This design comes from an exercise in tuning for small area, a short achievable clock period and few clock cycles per item on the open sky130 flow, not from production work. No functional check of the RTL was part of this run.

$ cat config.mk
export PLATFORM = sky130hd
export DESIGN_NAME = integer_square_root_with_fraction
export DESIGN_NICKNAME = integer_square_root_with_fraction
export VERILOG_FILES = /design/flow/design.v
export SDC_FILE = /design/flow/constraint.sdc
export NUM_CORES = 4
export LEC_CHECK = 0
export CAP_MARGIN = 20
export CORE_MARGIN = 2
export CORE_UTILIZATION = 40
export SETUP_SLACK_MARGIN = 2
export SLEW_MARGIN = 20
$ cat constraint.sdc
create_clock -name core_clock -period 8.0 [get_ports {clk_i}]
set_input_delay 1.6000 -clock core_clock [delete_from_list [all_inputs] [get_ports {clk_i}]]
set_output_delay 1.6000 -clock core_clock [all_outputs]
set_load 0.01 [all_outputs]
$ cat design.v
`timescale 1ns / 1ps
package isqf_pkg;
  localparam int unsigned RADICAND_W  = 31;
  localparam int unsigned INT_ROOT_W  = 16;
  localparam int unsigned SCALED_W    = 33;
  localparam int unsigned INT_RAD_W   = 2 * INT_ROOT_W;
  localparam int unsigned SCALE_MAX_W = 34;
  localparam int unsigned SPLIT_W     = 17;
  localparam int unsigned PROD_W      = RADICAND_W + SPLIT_W;
  function automatic logic [63:0] pow10(input integer e);
    logic [63:0] r;
    integer      i;
    r = 64'd1;
    for (i = 0; i < e; i = i + 1) begin
      r = r * 64'd10;
    end
    pow10 = r;
  endfunction
endpackage
`timescale 1ns / 1ps
import isqf_pkg::*;
module integer_square_root_with_fraction #(
  parameter int unsigned FRAC_DIGITS = 5
) (
  input  logic                              clk_i,
  input  logic                              rst_ni,
  input  logic                              in_valid_i,
  output logic                              in_ready_o,
  input  logic [isqf_pkg::RADICAND_W-1:0]   in_radicand_i,
  output logic                              out_valid_o,
  input  logic                              out_ready_i,
  output logic [isqf_pkg::INT_ROOT_W-1:0]   out_int_root_o,
  output logic [isqf_pkg::SCALED_W-1:0]     out_scaled_root_o
);
  logic sk_v, va, vm;
  logic [10:0] vs;
  logic adv;
  logic [30:0] sk_d, n_a;
  logic [54:0] m_q;
  logic in_fire;
  assign adv        = ~vs[10] | out_ready_i;
  assign in_ready_o = ~sk_v;
  assign in_fire    = in_valid_i & ~sk_v;
  always_ff @(posedge clk_i or negedge rst_ni) begin
    if (!rst_ni) begin
      sk_v <= 1'b0;
      va   <= 1'b0;
      vm   <= 1'b0;
      vs   <= '0;
    end else if (adv) begin
      sk_v <= 1'b0;
      va   <= sk_v | in_fire;
      vm   <= va;
      vs   <= {vs[9:0], vm};
    end else begin
      sk_v <= sk_v | in_fire;
    end
  end
  logic [55:0] m_t [8];
  logic [55:0] m_s [7];
  logic [55:0] m_c [7];
  logic [55:0] m_d;
  assign m_t[0] = 56'(n_a) << 23;
  assign m_t[1] = 56'(n_a) << 20;
  assign m_t[2] = 56'(n_a) << 18;
  assign m_t[3] = 56'(n_a) << 16;
  assign m_t[4] = 56'(n_a) << 10;
  assign m_t[5] = ~(56'(n_a) << 8);
  assign m_t[6] = ~(56'(n_a) << 3);
  assign m_t[7] = 56'(n_a);
  assign m_s[0] = m_t[0] ^ m_t[1] ^ m_t[2];
  assign m_c[0] = ((m_t[0] & m_t[1]) | (m_t[0] & m_t[2]) | (m_t[1] & m_t[2])) << 1;
  assign m_s[1] = m_t[3] ^ m_t[4] ^ m_t[5];
  assign m_c[1] = ((m_t[3] & m_t[4]) | (m_t[3] & m_t[5]) | (m_t[4] & m_t[5])) << 1;
  assign m_s[2] = m_t[6] ^ m_t[7] ^ 56'd2;
  assign m_c[2] = ((m_t[6] & m_t[7]) | (m_t[6] & 56'd2) | (m_t[7] & 56'd2)) << 1;
  assign m_s[3] = m_s[0] ^ m_c[0] ^ m_s[1];
  assign m_c[3] = ((m_s[0] & m_c[0]) | (m_s[0] & m_s[1]) | (m_c[0] & m_s[1])) << 1;
  assign m_s[4] = m_c[1] ^ m_s[2] ^ m_c[2];
  assign m_c[4] = ((m_c[1] & m_s[2]) | (m_c[1] & m_c[2]) | (m_s[2] & m_c[2])) << 1;
  assign m_s[5] = m_s[3] ^ m_c[3] ^ m_s[4];
  assign m_c[5] = ((m_s[3] & m_c[3]) | (m_s[3] & m_s[4]) | (m_c[3] & m_s[4])) << 1;
  assign m_s[6] = m_s[5] ^ m_c[5] ^ m_c[4];
  assign m_c[6] = ((m_s[5] & m_c[5]) | (m_s[5] & m_c[4]) | (m_c[5] & m_c[4])) << 1;
  assign m_d = m_s[6] + m_c[6];
  always_ff @(posedge clk_i) begin
    if (!adv && !sk_v) sk_d <= in_radicand_i;
    if (adv) begin
      n_a <= sk_v ? sk_d : in_radicand_i;
      m_q <= m_d[54:0];
    end
  end
  logic [1:0] s0_t0_r; logic s0_t0_g;
  assign s0_t0_g = |{1'b0, m_q[54]};
  assign s0_t0_r = {1'b0, m_q[54]} - 2'(s0_t0_g);
  logic [3:0] s0_t1_c, s0_t1_tr, s0_t1_d; logic s0_t1_g; logic [2:0] s0_t1_r; logic [1:0] s0_t1_q;
  assign s0_t1_c  = {s0_t0_r, m_q[53:52]};
  assign s0_t1_tr = 4'({s0_t0_g, 2'b01});
  assign s0_t1_d  = s0_t1_c - s0_t1_tr;
  assign s0_t1_g  = ~s0_t1_d[3];
  assign s0_t1_r  = s0_t1_g ? s0_t1_d[2:0] : s0_t1_c[2:0];
  assign s0_t1_q  = {s0_t0_g, s0_t1_g};
  logic [4:0] s0_t2_c, s0_t2_tr, s0_t2_d; logic s0_t2_g; logic [3:0] s0_t2_r; logic [2:0] s0_t2_q;
  assign s0_t2_c  = {s0_t1_r, m_q[51:50]};
  assign s0_t2_tr = 5'({s0_t1_q, 2'b01});
  assign s0_t2_d  = s0_t2_c - s0_t2_tr;
  assign s0_t2_g  = ~s0_t2_d[4];
  assign s0_t2_r  = s0_t2_g ? s0_t2_d[3:0] : s0_t2_c[3:0];
  assign s0_t2_q  = {s0_t1_q, s0_t2_g};
  logic [2:0] s0_q;
  logic [3:0] s0_r;
  logic [49:0] s0_rad;
  always_ff @(posedge clk_i) begin
    if (adv) begin
      s0_q <= s0_t2_q;
      s0_r <= s0_t2_r;
      s0_rad <= m_q[49:0];
    end
  end
  logic [5:0] s1_t0_c, s1_t0_tr, s1_t0_d; logic s1_t0_g; logic [4:0] s1_t0_r; logic [3:0] s1_t0_q;
  assign s1_t0_c  = {s0_r, s0_rad[49:48]};
  assign s1_t0_tr = 6'({s0_q, 2'b01});
  assign s1_t0_d  = s1_t0_c - s1_t0_tr;
  assign s1_t0_g  = ~s1_t0_d[5];
  assign s1_t0_r  = s1_t0_g ? s1_t0_d[4:0] : s1_t0_c[4:0];
  assign s1_t0_q  = {s0_q, s1_t0_g};
  logic [6:0] s1_t1_c, s1_t1_tr, s1_t1_d; logic s1_t1_g; logic [5:0] s1_t1_r; logic [4:0] s1_t1_q;
  assign s1_t1_c  = {s1_t0_r, s0_rad[47:46]};
  assign s1_t1_tr = 7'({s1_t0_q, 2'b01});
  assign s1_t1_d  = s1_t1_c - s1_t1_tr;
  assign s1_t1_g  = ~s1_t1_d[6];
  assign s1_t1_r  = s1_t1_g ? s1_t1_d[5:0] : s1_t1_c[5:0];
  assign s1_t1_q  = {s1_t0_q, s1_t1_g};
  logic [7:0] s1_t2_c, s1_t2_tr, s1_t2_d; logic s1_t2_g; logic [6:0] s1_t2_r; logic [5:0] s1_t2_q;
  assign s1_t2_c  = {s1_t1_r, s0_rad[45:44]};
  assign s1_t2_tr = 8'({s1_t1_q, 2'b01});
  assign s1_t2_d  = s1_t2_c - s1_t2_tr;
  assign s1_t2_g  = ~s1_t2_d[7];
  assign s1_t2_r  = s1_t2_g ? s1_t2_d[6:0] : s1_t2_c[6:0];
  assign s1_t2_q  = {s1_t1_q, s1_t2_g};
  logic [5:0] s1_q;
  logic [6:0] s1_r;
  logic [43:0] s1_rad;
  always_ff @(posedge clk_i) begin
    if (adv) begin
      s1_q <= s1_t2_q;
      s1_r <= s1_t2_r;
      s1_rad <= s0_rad[43:0];
    end
  end
  logic [8:0] s2_t0_c, s2_t0_tr, s2_t0_d; logic s2_t0_g; logic [7:0] s2_t0_r; logic [6:0] s2_t0_q;
  assign s2_t0_c  = {s1_r, s1_rad[43:42]};
  assign s2_t0_tr = 9'({s1_q, 2'b01});
  assign s2_t0_d  = s2_t0_c - s2_t0_tr;
  assign s2_t0_g  = ~s2_t0_d[8];
  assign s2_t0_r  = s2_t0_g ? s2_t0_d[7:0] : s2_t0_c[7:0];
  assign s2_t0_q  = {s1_q, s2_t0_g};
  logic [9:0] s2_t1_c, s2_t1_tr, s2_t1_d; logic s2_t1_g; logic [8:0] s2_t1_r; logic [7:0] s2_t1_q;
  assign s2_t1_c  = {s2_t0_r, s1_rad[41:40]};
  assign s2_t1_tr = 10'({s2_t0_q, 2'b01});
  assign s2_t1_d  = s2_t1_c - s2_t1_tr;
  assign s2_t1_g  = ~s2_t1_d[9];
  assign s2_t1_r  = s2_t1_g ? s2_t1_d[8:0] : s2_t1_c[8:0];
  assign s2_t1_q  = {s2_t0_q, s2_t1_g};
  logic [10:0] s2_t2_c, s2_t2_tr, s2_t2_d; logic s2_t2_g; logic [9:0] s2_t2_r; logic [8:0] s2_t2_q;
  assign s2_t2_c  = {s2_t1_r, s1_rad[39:38]};
  assign s2_t2_tr = 11'({s2_t1_q, 2'b01});
  assign s2_t2_d  = s2_t2_c - s2_t2_tr;
  assign s2_t2_g  = ~s2_t2_d[10];
  assign s2_t2_r  = s2_t2_g ? s2_t2_d[9:0] : s2_t2_c[9:0];
  assign s2_t2_q  = {s2_t1_q, s2_t2_g};
  logic [8:0] s2_q;
  logic [9:0] s2_r;
  logic [37:0] s2_rad;
  always_ff @(posedge clk_i) begin
    if (adv) begin
      s2_q <= s2_t2_q;
      s2_r <= s2_t2_r;
      s2_rad <= s1_rad[37:0];
    end
  end
  logic [11:0] s3_t0_c, s3_t0_tr, s3_t0_d; logic s3_t0_g; logic [10:0] s3_t0_r; logic [9:0] s3_t0_q;
  assign s3_t0_c  = {s2_r, s2_rad[37:36]};
  assign s3_t0_tr = 12'({s2_q, 2'b01});
  assign s3_t0_d  = s3_t0_c - s3_t0_tr;
  assign s3_t0_g  = ~s3_t0_d[11];
  assign s3_t0_r  = s3_t0_g ? s3_t0_d[10:0] : s3_t0_c[10:0];
  assign s3_t0_q  = {s2_q, s3_t0_g};
  logic [12:0] s3_t1_c, s3_t1_tr, s3_t1_d; logic s3_t1_g; logic [11:0] s3_t1_r; logic [10:0] s3_t1_q;
  assign s3_t1_c  = {s3_t0_r, s2_rad[35:34]};
  assign s3_t1_tr = 13'({s3_t0_q, 2'b01});
  assign s3_t1_d  = s3_t1_c - s3_t1_tr;
  assign s3_t1_g  = ~s3_t1_d[12];
  assign s3_t1_r  = s3_t1_g ? s3_t1_d[11:0] : s3_t1_c[11:0];
  assign s3_t1_q  = {s3_t0_q, s3_t1_g};
  logic [13:0] s3_t2_c, s3_t2_tr, s3_t2_d; logic s3_t2_g; logic [12:0] s3_t2_r; logic [11:0] s3_t2_q;
  assign s3_t2_c  = {s3_t1_r, s2_rad[33:32]};
  assign s3_t2_tr = 14'({s3_t1_q, 2'b01});
  assign s3_t2_d  = s3_t2_c - s3_t2_tr;
  assign s3_t2_g  = ~s3_t2_d[13];
  assign s3_t2_r  = s3_t2_g ? s3_t2_d[12:0] : s3_t2_c[12:0];
  assign s3_t2_q  = {s3_t1_q, s3_t2_g};
  logic [11:0] s3_q;
  logic [12:0] s3_r;
  logic [31:0] s3_rad;
  always_ff @(posedge clk_i) begin
    if (adv) begin
      s3_q <= s3_t2_q;
      s3_r <= s3_t2_r;
      s3_rad <= s2_rad[31:0];
    end
  end
  logic [14:0] s4_t0_c, s4_t0_tr, s4_t0_d; logic s4_t0_g; logic [13:0] s4_t0_r; logic [12:0] s4_t0_q;
  assign s4_t0_c  = {s3_r, s3_rad[31:30]};
  assign s4_t0_tr = 15'({s3_q, 2'b01});
  assign s4_t0_d  = s4_t0_c - s4_t0_tr;
  assign s4_t0_g  = ~s4_t0_d[14];
  assign s4_t0_r  = s4_t0_g ? s4_t0_d[13:0] : s4_t0_c[13:0];
  assign s4_t0_q  = {s3_q, s4_t0_g};
  logic [15:0] s4_t1_c, s4_t1_tr, s4_t1_d; logic s4_t1_g; logic [14:0] s4_t1_r; logic [13:0] s4_t1_q;
  assign s4_t1_c  = {s4_t0_r, s3_rad[29:28]};
  assign s4_t1_tr = 16'({s4_t0_q, 2'b01});
  assign s4_t1_d  = s4_t1_c - s4_t1_tr;
  assign s4_t1_g  = ~s4_t1_d[15];
  assign s4_t1_r  = s4_t1_g ? s4_t1_d[14:0] : s4_t1_c[14:0];
  assign s4_t1_q  = {s4_t0_q, s4_t1_g};
  logic [16:0] s4_t2_c, s4_t2_tr, s4_t2_d; logic s4_t2_g; logic [15:0] s4_t2_r; logic [14:0] s4_t2_q;
  assign s4_t2_c  = {s4_t1_r, s3_rad[27:26]};
  assign s4_t2_tr = 17'({s4_t1_q, 2'b01});
  assign s4_t2_d  = s4_t2_c - s4_t2_tr;
  assign s4_t2_g  = ~s4_t2_d[16];
  assign s4_t2_r  = s4_t2_g ? s4_t2_d[15:0] : s4_t2_c[15:0];
  assign s4_t2_q  = {s4_t1_q, s4_t2_g};
  logic [14:0] s4_q;
  logic [15:0] s4_r;
  logic [25:0] s4_rad;
  always_ff @(posedge clk_i) begin
    if (adv) begin
      s4_q <= s4_t2_q;
      s4_r <= s4_t2_r;
      s4_rad <= s3_rad[25:0];
    end
  end
  logic [17:0] s5_t0_c, s5_t0_tr, s5_t0_d; logic s5_t0_g; logic [16:0] s5_t0_r; logic [15:0] s5_t0_q;
  assign s5_t0_c  = {s4_r, s4_rad[25:24]};
  assign s5_t0_tr = 18'({s4_q, 2'b01});
  assign s5_t0_d  = s5_t0_c - s5_t0_tr;
  assign s5_t0_g  = ~s5_t0_d[17];
  assign s5_t0_r  = s5_t0_g ? s5_t0_d[16:0] : s5_t0_c[16:0];
  assign s5_t0_q  = {s4_q, s5_t0_g};
  logic [18:0] s5_t1_c, s5_t1_tr, s5_t1_d; logic s5_t1_g; logic [17:0] s5_t1_r; logic [16:0] s5_t1_q;
  assign s5_t1_c  = {s5_t0_r, s4_rad[23:22]};
  assign s5_t1_tr = 19'({s5_t0_q, 2'b01});
  assign s5_t1_d  = s5_t1_c - s5_t1_tr;
  assign s5_t1_g  = ~s5_t1_d[18];
  assign s5_t1_r  = s5_t1_g ? s5_t1_d[17:0] : s5_t1_c[17:0];
  assign s5_t1_q  = {s5_t0_q, s5_t1_g};
  logic [19:0] s5_t2_c, s5_t2_tr, s5_t2_d; logic s5_t2_g; logic [18:0] s5_t2_r; logic [17:0] s5_t2_q;
  assign s5_t2_c  = {s5_t1_r, s4_rad[21:20]};
  assign s5_t2_tr = 20'({s5_t1_q, 2'b01});
  assign s5_t2_d  = s5_t2_c - s5_t2_tr;
  assign s5_t2_g  = ~s5_t2_d[19];
  assign s5_t2_r  = s5_t2_g ? s5_t2_d[18:0] : s5_t2_c[18:0];
  assign s5_t2_q  = {s5_t1_q, s5_t2_g};
  logic [12:0] s5_v13_x; logic s5_v13_g; logic [11:0] s5_v13_r;
  assign s5_v13_x = s4_q[14:2];
  assign s5_v13_g = (s5_v13_x >= 13'd3125);
  assign s5_v13_r = 12'(s5_v13_g ? (s5_v13_x - 13'd3125) : s5_v13_x);
  logic [12:0] s5_v14_x; logic s5_v14_g; logic [11:0] s5_v14_r; logic [1:0] s5_v14_q;
  assign s5_v14_x = {s5_v13_r, s4_q[1]};
  assign s5_v14_g = (s5_v14_x >= 13'd3125);
  assign s5_v14_r = 12'(s5_v14_g ? (s5_v14_x - 13'd3125) : s5_v14_x);
  assign s5_v14_q = {s5_v13_g, s5_v14_g};
  logic [12:0] s5_v15_x; logic s5_v15_g; logic [11:0] s5_v15_r; logic [2:0] s5_v15_q;
  assign s5_v15_x = {s5_v14_r, s4_q[0]};
  assign s5_v15_g = (s5_v15_x >= 13'd3125);
  assign s5_v15_r = 12'(s5_v15_g ? (s5_v15_x - 13'd3125) : s5_v15_x);
  assign s5_v15_q = {s5_v14_q, s5_v15_g};
  logic [17:0] s5_q;
  logic [18:0] s5_r;
  logic [19:0] s5_rad;
  logic [11:0] s5_dr; logic [2:0] s5_dq;
  always_ff @(posedge clk_i) begin
    if (adv) begin
      s5_q <= s5_t2_q;
      s5_r <= s5_t2_r;
      s5_rad <= s4_rad[19:0];
      s5_dr <= s5_v15_r;
      s5_dq <= s5_v15_q;
    end
  end
  logic [20:0] s6_t0_c, s6_t0_tr, s6_t0_d; logic s6_t0_g; logic [19:0] s6_t0_r; logic [18:0] s6_t0_q;
  assign s6_t0_c  = {s5_r, s5_rad[19:18]};
  assign s6_t0_tr = 21'({s5_q, 2'b01});
  assign s6_t0_d  = s6_t0_c - s6_t0_tr;
  assign s6_t0_g  = ~s6_t0_d[20];
  assign s6_t0_r  = s6_t0_g ? s6_t0_d[19:0] : s6_t0_c[19:0];
  assign s6_t0_q  = {s5_q, s6_t0_g};
  logic [21:0] s6_t1_c, s6_t1_tr, s6_t1_d; logic s6_t1_g; logic [20:0] s6_t1_r; logic [19:0] s6_t1_q;
  assign s6_t1_c  = {s6_t0_r, s5_rad[17:16]};
  assign s6_t1_tr = 22'({s6_t0_q, 2'b01});
  assign s6_t1_d  = s6_t1_c - s6_t1_tr;
  assign s6_t1_g  = ~s6_t1_d[21];
  assign s6_t1_r  = s6_t1_g ? s6_t1_d[20:0] : s6_t1_c[20:0];
  assign s6_t1_q  = {s6_t0_q, s6_t1_g};
  logic [22:0] s6_t2_c, s6_t2_tr, s6_t2_d; logic s6_t2_g; logic [21:0] s6_t2_r; logic [20:0] s6_t2_q;
  assign s6_t2_c  = {s6_t1_r, s5_rad[15:14]};
  assign s6_t2_tr = 23'({s6_t1_q, 2'b01});
  assign s6_t2_d  = s6_t2_c - s6_t2_tr;
  assign s6_t2_g  = ~s6_t2_d[22];
  assign s6_t2_r  = s6_t2_g ? s6_t2_d[21:0] : s6_t2_c[21:0];
  assign s6_t2_q  = {s6_t1_q, s6_t2_g};
  logic [12:0] s6_v16_x; logic s6_v16_g; logic [11:0] s6_v16_r; logic [3:0] s6_v16_q;
  assign s6_v16_x = {s5_dr, s5_q[2]};
  assign s6_v16_g = (s6_v16_x >= 13'd3125);
  assign s6_v16_r = 12'(s6_v16_g ? (s6_v16_x - 13'd3125) : s6_v16_x);
  assign s6_v16_q = {s5_dq, s6_v16_g};
  logic [12:0] s6_v17_x; logic s6_v17_g; logic [11:0] s6_v17_r; logic [4:0] s6_v17_q;
  assign s6_v17_x = {s6_v16_r, s5_q[1]};
  assign s6_v17_g = (s6_v17_x >= 13'd3125);
  assign s6_v17_r = 12'(s6_v17_g ? (s6_v17_x - 13'd3125) : s6_v17_x);
  assign s6_v17_q = {s6_v16_q, s6_v17_g};
  logic [12:0] s6_v18_x; logic s6_v18_g; logic [11:0] s6_v18_r; logic [5:0] s6_v18_q;
  assign s6_v18_x = {s6_v17_r, s5_q[0]};
  assign s6_v18_g = (s6_v18_x >= 13'd3125);
  assign s6_v18_r = 12'(s6_v18_g ? (s6_v18_x - 13'd3125) : s6_v18_x);
  assign s6_v18_q = {s6_v17_q, s6_v18_g};
  logic [20:0] s6_q;
  logic [21:0] s6_r;
  logic [13:0] s6_rad;
  logic [11:0] s6_dr; logic [5:0] s6_dq;
  always_ff @(posedge clk_i) begin
    if (adv) begin
      s6_q <= s6_t2_q;
      s6_r <= s6_t2_r;
      s6_rad <= s5_rad[13:0];
      s6_dr <= s6_v18_r;
      s6_dq <= s6_v18_q;
    end
  end
  logic [23:0] s7_t0_c, s7_t0_tr, s7_t0_d; logic s7_t0_g; logic [22:0] s7_t0_r; logic [21:0] s7_t0_q;
  assign s7_t0_c  = {s6_r, s6_rad[13:12]};
  assign s7_t0_tr = 24'({s6_q, 2'b01});
  assign s7_t0_d  = s7_t0_c - s7_t0_tr;
  assign s7_t0_g  = ~s7_t0_d[23];
  assign s7_t0_r  = s7_t0_g ? s7_t0_d[22:0] : s7_t0_c[22:0];
  assign s7_t0_q  = {s6_q, s7_t0_g};
  logic [24:0] s7_t1_c, s7_t1_tr, s7_t1_d; logic s7_t1_g; logic [23:0] s7_t1_r; logic [22:0] s7_t1_q;
  assign s7_t1_c  = {s7_t0_r, s6_rad[11:10]};
  assign s7_t1_tr = 25'({s7_t0_q, 2'b01});
  assign s7_t1_d  = s7_t1_c - s7_t1_tr;
  assign s7_t1_g  = ~s7_t1_d[24];
  assign s7_t1_r  = s7_t1_g ? s7_t1_d[23:0] : s7_t1_c[23:0];
  assign s7_t1_q  = {s7_t0_q, s7_t1_g};
  logic [25:0] s7_t2_c, s7_t2_tr, s7_t2_d; logic s7_t2_g; logic [24:0] s7_t2_r; logic [23:0] s7_t2_q;
  assign s7_t2_c  = {s7_t1_r, s6_rad[9:8]};
  assign s7_t2_tr = 26'({s7_t1_q, 2'b01});
  assign s7_t2_d  = s7_t2_c - s7_t2_tr;
  assign s7_t2_g  = ~s7_t2_d[25];
  assign s7_t2_r  = s7_t2_g ? s7_t2_d[24:0] : s7_t2_c[24:0];
  assign s7_t2_q  = {s7_t1_q, s7_t2_g};
  logic [12:0] s7_v19_x; logic s7_v19_g; logic [11:0] s7_v19_r; logic [6:0] s7_v19_q;
  assign s7_v19_x = {s6_dr, s6_q[2]};
  assign s7_v19_g = (s7_v19_x >= 13'd3125);
  assign s7_v19_r = 12'(s7_v19_g ? (s7_v19_x - 13'd3125) : s7_v19_x);
  assign s7_v19_q = {s6_dq, s7_v19_g};
  logic [12:0] s7_v20_x; logic s7_v20_g; logic [11:0] s7_v20_r; logic [7:0] s7_v20_q;
  assign s7_v20_x = {s7_v19_r, s6_q[1]};
  assign s7_v20_g = (s7_v20_x >= 13'd3125);
  assign s7_v20_r = 12'(s7_v20_g ? (s7_v20_x - 13'd3125) : s7_v20_x);
  assign s7_v20_q = {s7_v19_q, s7_v20_g};
  logic [12:0] s7_v21_x; logic s7_v21_g; logic [11:0] s7_v21_r; logic [8:0] s7_v21_q;
  assign s7_v21_x = {s7_v20_r, s6_q[0]};
  assign s7_v21_g = (s7_v21_x >= 13'd3125);
  assign s7_v21_r = 12'(s7_v21_g ? (s7_v21_x - 13'd3125) : s7_v21_x);
  assign s7_v21_q = {s7_v20_q, s7_v21_g};
  logic [23:0] s7_q;
  logic [24:0] s7_r;
  logic [7:0] s7_rad;
  logic [11:0] s7_dr; logic [8:0] s7_dq;
  always_ff @(posedge clk_i) begin
    if (adv) begin
      s7_q <= s7_t2_q;
      s7_r <= s7_t2_r;
      s7_rad <= s6_rad[7:0];
      s7_dr <= s7_v21_r;
      s7_dq <= s7_v21_q;
    end
  end
  logic [26:0] s8_t0_c, s8_t0_tr, s8_t0_d; logic s8_t0_g; logic [25:0] s8_t0_r; logic [24:0] s8_t0_q;
  assign s8_t0_c  = {s7_r, s7_rad[7:6]};
  assign s8_t0_tr = 27'({s7_q, 2'b01});
  assign s8_t0_d  = s8_t0_c - s8_t0_tr;
  assign s8_t0_g  = ~s8_t0_d[26];
  assign s8_t0_r  = s8_t0_g ? s8_t0_d[25:0] : s8_t0_c[25:0];
  assign s8_t0_q  = {s7_q, s8_t0_g};
  logic [27:0] s8_t1_c, s8_t1_tr, s8_t1_d; logic s8_t1_g; logic [26:0] s8_t1_r; logic [25:0] s8_t1_q;
  assign s8_t1_c  = {s8_t0_r, s7_rad[5:4]};
  assign s8_t1_tr = 28'({s8_t0_q, 2'b01});
  assign s8_t1_d  = s8_t1_c - s8_t1_tr;
  assign s8_t1_g  = ~s8_t1_d[27];
  assign s8_t1_r  = s8_t1_g ? s8_t1_d[26:0] : s8_t1_c[26:0];
  assign s8_t1_q  = {s8_t0_q, s8_t1_g};
  logic [28:0] s8_t2_c, s8_t2_tr, s8_t2_d; logic s8_t2_g; logic [27:0] s8_t2_r; logic [26:0] s8_t2_q;
  assign s8_t2_c  = {s8_t1_r, s7_rad[3:2]};
  assign s8_t2_tr = 29'({s8_t1_q, 2'b01});
  assign s8_t2_d  = s8_t2_c - s8_t2_tr;
  assign s8_t2_g  = ~s8_t2_d[28];
  assign s8_t2_r  = s8_t2_g ? s8_t2_d[27:0] : s8_t2_c[27:0];
  assign s8_t2_q  = {s8_t1_q, s8_t2_g};
  logic [12:0] s8_v22_x; logic s8_v22_g; logic [11:0] s8_v22_r; logic [9:0] s8_v22_q;
  assign s8_v22_x = {s7_dr, s7_q[2]};
  assign s8_v22_g = (s8_v22_x >= 13'd3125);
  assign s8_v22_r = 12'(s8_v22_g ? (s8_v22_x - 13'd3125) : s8_v22_x);
  assign s8_v22_q = {s7_dq, s8_v22_g};
  logic [12:0] s8_v23_x; logic s8_v23_g; logic [11:0] s8_v23_r; logic [10:0] s8_v23_q;
  assign s8_v23_x = {s8_v22_r, s7_q[1]};
  assign s8_v23_g = (s8_v23_x >= 13'd3125);
  assign s8_v23_r = 12'(s8_v23_g ? (s8_v23_x - 13'd3125) : s8_v23_x);
  assign s8_v23_q = {s8_v22_q, s8_v23_g};
  logic [12:0] s8_v24_x; logic s8_v24_g; logic [11:0] s8_v24_r; logic [11:0] s8_v24_q;
  assign s8_v24_x = {s8_v23_r, s7_q[0]};
  assign s8_v24_g = (s8_v24_x >= 13'd3125);
  assign s8_v24_r = 12'(s8_v24_g ? (s8_v24_x - 13'd3125) : s8_v24_x);
  assign s8_v24_q = {s8_v23_q, s8_v24_g};
  logic [26:0] s8_q;
  logic [27:0] s8_r;
  logic [1:0] s8_rad;
  logic [11:0] s8_dr; logic [11:0] s8_dq;
  always_ff @(posedge clk_i) begin
    if (adv) begin
      s8_q <= s8_t2_q;
      s8_r <= s8_t2_r;
      s8_rad <= s7_rad[1:0];
      s8_dr <= s8_v24_r;
      s8_dq <= s8_v24_q;
    end
  end
  logic [29:0] s9_t0_c, s9_t0_tr, s9_t0_d; logic s9_t0_g; logic [28:0] s9_t0_r; logic [27:0] s9_t0_q;
  assign s9_t0_c  = {s8_r, s8_rad[1:0]};
  assign s9_t0_tr = 30'({s8_q, 2'b01});
  assign s9_t0_d  = s9_t0_c - s9_t0_tr;
  assign s9_t0_g  = ~s9_t0_d[29];
  assign s9_t0_r  = s9_t0_g ? s9_t0_d[28:0] : s9_t0_c[28:0];
  assign s9_t0_q  = {s8_q, s9_t0_g};
  logic [30:0] s9_t1_c, s9_t1_tr, s9_t1_d; logic s9_t1_g; logic [29:0] s9_t1_r; logic [28:0] s9_t1_q;
  assign s9_t1_c  = {s9_t0_r, 2'b00};
  assign s9_t1_tr = 31'({s9_t0_q, 2'b01});
  assign s9_t1_d  = s9_t1_c - s9_t1_tr;
  assign s9_t1_g  = ~s9_t1_d[30];
  assign s9_t1_r  = s9_t1_g ? s9_t1_d[29:0] : s9_t1_c[29:0];
  assign s9_t1_q  = {s9_t0_q, s9_t1_g};
  logic [31:0] s9_t2_c, s9_t2_tr, s9_t2_d; logic s9_t2_g; logic [30:0] s9_t2_r; logic [29:0] s9_t2_q;
  assign s9_t2_c  = {s9_t1_r, 2'b00};
  assign s9_t2_tr = 32'({s9_t1_q, 2'b01});
  assign s9_t2_d  = s9_t2_c - s9_t2_tr;
  assign s9_t2_g  = ~s9_t2_d[31];
  assign s9_t2_r  = s9_t2_g ? s9_t2_d[30:0] : s9_t2_c[30:0];
  assign s9_t2_q  = {s9_t1_q, s9_t2_g};
  logic [12:0] s9_v25_x; logic s9_v25_g; logic [11:0] s9_v25_r; logic [12:0] s9_v25_q;
  assign s9_v25_x = {s8_dr, s8_q[2]};
  assign s9_v25_g = (s9_v25_x >= 13'd3125);
  assign s9_v25_r = 12'(s9_v25_g ? (s9_v25_x - 13'd3125) : s9_v25_x);
  assign s9_v25_q = {s8_dq, s9_v25_g};
  logic [12:0] s9_v26_x; logic s9_v26_g; logic [11:0] s9_v26_r; logic [13:0] s9_v26_q;
  assign s9_v26_x = {s9_v25_r, s8_q[1]};
  assign s9_v26_g = (s9_v26_x >= 13'd3125);
  assign s9_v26_r = 12'(s9_v26_g ? (s9_v26_x - 13'd3125) : s9_v26_x);
  assign s9_v26_q = {s9_v25_q, s9_v26_g};
  logic [12:0] s9_v27_x; logic s9_v27_g; logic [11:0] s9_v27_r; logic [14:0] s9_v27_q;
  assign s9_v27_x = {s9_v26_r, s8_q[0]};
  assign s9_v27_g = (s9_v27_x >= 13'd3125);
  assign s9_v27_r = 12'(s9_v27_g ? (s9_v27_x - 13'd3125) : s9_v27_x);
  assign s9_v27_q = {s9_v26_q, s9_v27_g};
  logic [29:0] s9_q;
  logic [30:0] s9_r;
  logic [11:0] s9_dr; logic [14:0] s9_dq;
  always_ff @(posedge clk_i) begin
    if (adv) begin
      s9_q <= s9_t2_q;
      s9_r <= s9_t2_r;
      s9_dr <= s9_v27_r;
      s9_dq <= s9_v27_q;
    end
  end
  logic [32:0] s10_t0_c, s10_t0_tr, s10_t0_d; logic s10_t0_g; logic [31:0] s10_t0_r; logic [30:0] s10_t0_q;
  assign s10_t0_c  = {s9_r, 2'b00};
  assign s10_t0_tr = 33'({s9_q, 2'b01});
  assign s10_t0_d  = s10_t0_c - s10_t0_tr;
  assign s10_t0_g  = ~s10_t0_d[32];
  assign s10_t0_r  = s10_t0_g ? s10_t0_d[31:0] : s10_t0_c[31:0];
  assign s10_t0_q  = {s9_q, s10_t0_g};
  logic [33:0] s10_t1_c, s10_t1_tr, s10_t1_d; logic s10_t1_g; logic [32:0] s10_t1_r; logic [31:0] s10_t1_q;
  assign s10_t1_c  = {s10_t0_r, 2'b00};
  assign s10_t1_tr = 34'({s10_t0_q, 2'b01});
  assign s10_t1_d  = s10_t1_c - s10_t1_tr;
  assign s10_t1_g  = ~s10_t1_d[33];
  assign s10_t1_r  = s10_t1_g ? s10_t1_d[32:0] : s10_t1_c[32:0];
  assign s10_t1_q  = {s10_t0_q, s10_t1_g};
  logic [34:0] s10_t2_c, s10_t2_tr, s10_t2_d; logic s10_t2_g; logic [33:0] s10_t2_r; logic [32:0] s10_t2_q;
  assign s10_t2_c  = {s10_t1_r, 2'b00};
  assign s10_t2_tr = 35'({s10_t1_q, 2'b01});
  assign s10_t2_d  = s10_t2_c - s10_t2_tr;
  assign s10_t2_g  = ~s10_t2_d[34];
  assign s10_t2_r  = s10_t2_g ? s10_t2_d[33:0] : s10_t2_c[33:0];
  assign s10_t2_q  = {s10_t1_q, s10_t2_g};
  logic [12:0] s10_v28_x; logic s10_v28_g; logic [11:0] s10_v28_r; logic [15:0] s10_v28_q;
  assign s10_v28_x = {s9_dr, s9_q[2]};
  assign s10_v28_g = (s10_v28_x >= 13'd3125);
  assign s10_v28_r = 12'(s10_v28_g ? (s10_v28_x - 13'd3125) : s10_v28_x);
  assign s10_v28_q = {s9_dq, s10_v28_g};
  logic [32:0] s10_q;
  logic [11:0] s10_dr; logic [15:0] s10_dq;
  always_ff @(posedge clk_i) begin
    if (adv) begin
      s10_q <= s10_t2_q;
      s10_dq <= s10_v28_q;
    end
  end
  assign out_valid_o       = vs[10];
  assign out_scaled_root_o = s10_q;
  assign out_int_root_o    = s10_dq;
endmodule
$ cat run.sh
#!/bin/bash
# synth_recipe.tcl (not shown) runs the flow's synth.tcl, then flattens the netlist and writes it again
# the make line also repeats each setting of config.mk as NAME=value (left out here)
make -C /OpenROAD-flow-scripts/flow DESIGN_CONFIG=/design/flow/config.mk WORK_HOME=/design/flow/orfs CLKGATE_MAP_FILE= SYNTH_SCRIPT=/design/flow/synth_recipe.tcl finish
==> impl_metrics.ini <==
[setup_path]
critPathRequiredTime_ps = 8490
cp.arrival_ps = 10810
cp_slowest_cell = or4_4
max_stage_delay_ps = 440
crit_type = flip-flop to flip-flop
end_kind = flip-flop
crit_buf_inv = 4
crit_family = compound AO/OA/AOI/OAI gates
crit_path_max_fanout = 8
critPathLaunchType = flip-flop

[clock_network]
clkTransAtPathRegs_ps = 60
clockBufferDepth = 3
root_buffer = clkbuf_16
clock_latency_ps = 770
h-tree-depth = 3
numCtsBuffers = 102
cts_tree = yes
cts_sinks = 858

[placed_design]
place_area_mm2 = 0.0821
hpwlAfterDp_um = 148000
numPortBuffers = 85
gp_congestion = 0.917

[floorplanning]
die_area_mm2 = 0.179
rows = 153
io_pins = 86
die_h_um = 423
start_util_pct = 40.3
core_mm2 = 0.174
die_w_um = 423

[grt]
antenna_found_initial = 4
grt_first_pass_wirelength_um = 305000
grt_max_degree = 137
grt_pass1_vias = 57700
grt.total_usage_pct = 21.1
grt-ovfl-total = 0

[synthesis]
synth.distinct_cells = 115
netlist_area_mm2 = 0.0703
synth_ff_type = edfxtp_1
yosys_warnings = 4
synth_nets = 7974
syn_area_per_cell_um2 = 9.97
postSynth.asyncResetShare_pct = 1.63
ys_seq_area_share_pct = 36.6
synth_edf_count = 844
ys_seq_elements = 858
synth_cells = 7050

[finish]
multi_input_area_mm2 = 0.0455
seq_area_mm2 = 0.0257
final_common_cell = buf_4
stdcell_area_mm2 = 0.0932
fin_util_pct = 53.5
fillers = 15300
final_nets = 9510
area_growth_syn_to_layout_pct = 32.7
drive_gt1_share_pct = 28.9
mostFrequentLayoutCells = 1309 x buf_4, 844 x edfxtp_1, 607 x inv_1

[sta]
timing.fmax_mhz = 96.8
fin_crit_ps = 10330
rsz0062_at_grt = true
finalClockSkew_ps = 56.5
drv_slew = 0
finalSetupViolations = 32
fin_setup_tns_ps = -71100
hold_viol_final = 0
worst_slew_pin_slew_ps = 993
worst_slack_ps = -2330
slew_headroom_pct = 33.4
fin_crit_sh_pct = 129

[drt]
drtAntennaViolNets = 0
drt_drc_violations_left = 0
wl_per_cell_um = 17.7
routed-via-count = 57800
viasPerCell = 5.26
finalWirelength_um = 195000
dr.first_iter.drc_count = 3407
dr.pass1.iters = 6

[outcome]
status = finished with violations
so_faults = negative setup slack

[worst_hold_path]
worstHoldPathType = flip-flop to flip-flop

[flow_run]
drv_cap = 0
## cells in the mapped netlist, types with 59 or more instances
cell / count / area, µm²
edfxtp_1: 844 / 25300
ha_1: 713 / 8920
inv_1: 668 / 2510
a21oi_1: 548 / 2740
nand2_1: 519 / 1950
nor2_1: 476 / 1790
xnor2_1: 444 / 3890
o21ai_0: 383 / 1920
xor2_1: 223 / 1950
a21o_1: 213 / 1600
mux2_2: 196 / 2210
fa_1: 176 / 3520
nor3_1: 140 / 701
nand3_1: 128 / 641
nand2b_1: 111 / 694
o21a_1: 89 / 668
clkbuf_1: 77 / 289
nor2b_1: 77 / 482
o31ai_1: 59 / 443
## worst register-to-register path, delay by kind of cell, from the launching register on
family | cells | cell delay, ps
buf+inv | 4 | 620
xor+xnor | 2 | 380
simple gates | 12 | 2080
compound gates | 26 | 4670
flops | 1 | 430
mux | 3 | 1090
fa+ha+maj | 3 | 790
## logic make-up (layout without fill, tap and decap cells)
logic type | Yosys count | in the layout | share of synthesized area (%)
flops | 858 | 858 | 36.6
xor+xnor | 677 | 677 | 8.61
compound gates | 1781 | 1781 | 16.2
simple gates | 1772 | 1772 | 12.0
mux | 279 | 279 | 4.52
fa+ha+maj | 889 | 889 | 17.7
other cells | 0 | 1 | 0
buf+inv | 794 | 2415 | 4.39
## state kept, by name, summed over array words and instances, names as in the netlist, 26 cells and up
signal / flops
s2_rad: 38
sk_d: 31
s4_rad: 26
s9_q: 30
s10_q: 33
s0_rad: 50
s8_r: 28
s3_rad: 32
n_a: 31
s9_r: 30
s8_q: 27
m_q: 55
s1_rad: 44
## per-layer routing
layer  vias to the layer above  routed length [µm]  track usage [%]
met5                         -                   0                0
met3                       319                6440             2.25
met1                     27900               85200             26.7
li1                      28600                   -                -
met2                      1071               96600             37.3
met4                         0                6400             6.84
## metrics by stage
step / worst slack (ps) / cells / hold slack (ps)
2_1_floorplan: -1530 / 7050 / 400
3_3_place_gp: -2460 / 10400 / 401
3_5_place_dp: -2630 / 10400 / 405
4_1_cts: -2290 / 10800 / 379
5_1_grt: -2800 / 11000 / 389
6_report: -2330 / 11000 / 389
## area by class of cell
type	count	area share, %
multi-input combinational	5398	48.8
sequential	858	27.6
timing repair buffer	1545	13.9
tap	2325	3.12
clock buffer	117	2.80
inverter	679	2.79
clock inverter	72	0.984
timing repair inverter	2	0.0121
antenna	1	0.00268
## what timing repair did
item | CTS | global route
cloned | 12 | 7
setup buffers | 214 | 159
hold buffers | 0 | 0
pin swaps | 246 | 208
endpoints found under the setup margin | 197 | 207
gates resized for setup | 568 | 382
## worst paths after layout
path / end / slack (ps) / startpoint / cells past startpoint
worst max-delay path: s9_r[22] / -2330 / s8_r[0] / 50
worst min-delay path: s1_rad[36] / 390 / s0_rad[36] / 0
worst max register to register: s9_r[22] / -2330 / s8_r[0] / 50
worst min register to register: s1_rad[36] / 390 / s0_rad[36] / 0
max in group asynchronous: vs[4] / 6400 / rst_ni / 1
min in group asynchronous: vs[9] / 1220 / rst_ni / 1

## afterwards: timing with drivers on the ports
In the flow no input, the clock included, has a driving cell. The finished layout below was timed again as built, in two steps.
Step 1 (the two cells are an assumption about what drives the block):
set clk [get_ports {clk_i}]
set_driving_cell -lib_cell sky130_fd_sc_hd__clkbuf_16 $clk
set_driving_cell -lib_cell sky130_fd_sc_hd__buf_2 [delete_from_list [all_inputs] $clk]
Step 2 times the ports against the registers' clock, not the clock port: input delays grow and output delays shrink by t, the midpoint of the rising clock arrivals with the driver on.
Slacks: ideal ports / drivers / drivers and shift; pairs: ideal ports / drivers.
shift t [ns]: 0.819
setup WS [ns]: -2.327 / -2.327 / -2.327
latest minus earliest clock arrival (ns): 0.064 / 0.064
worst register clock-pin slew, ns: 0.07 / 0.07
pins driven straight from the clock port: 1
For this run, drivers alone change the setup slack by 0.000 ns; drivers and shift together by 0.000 ns.
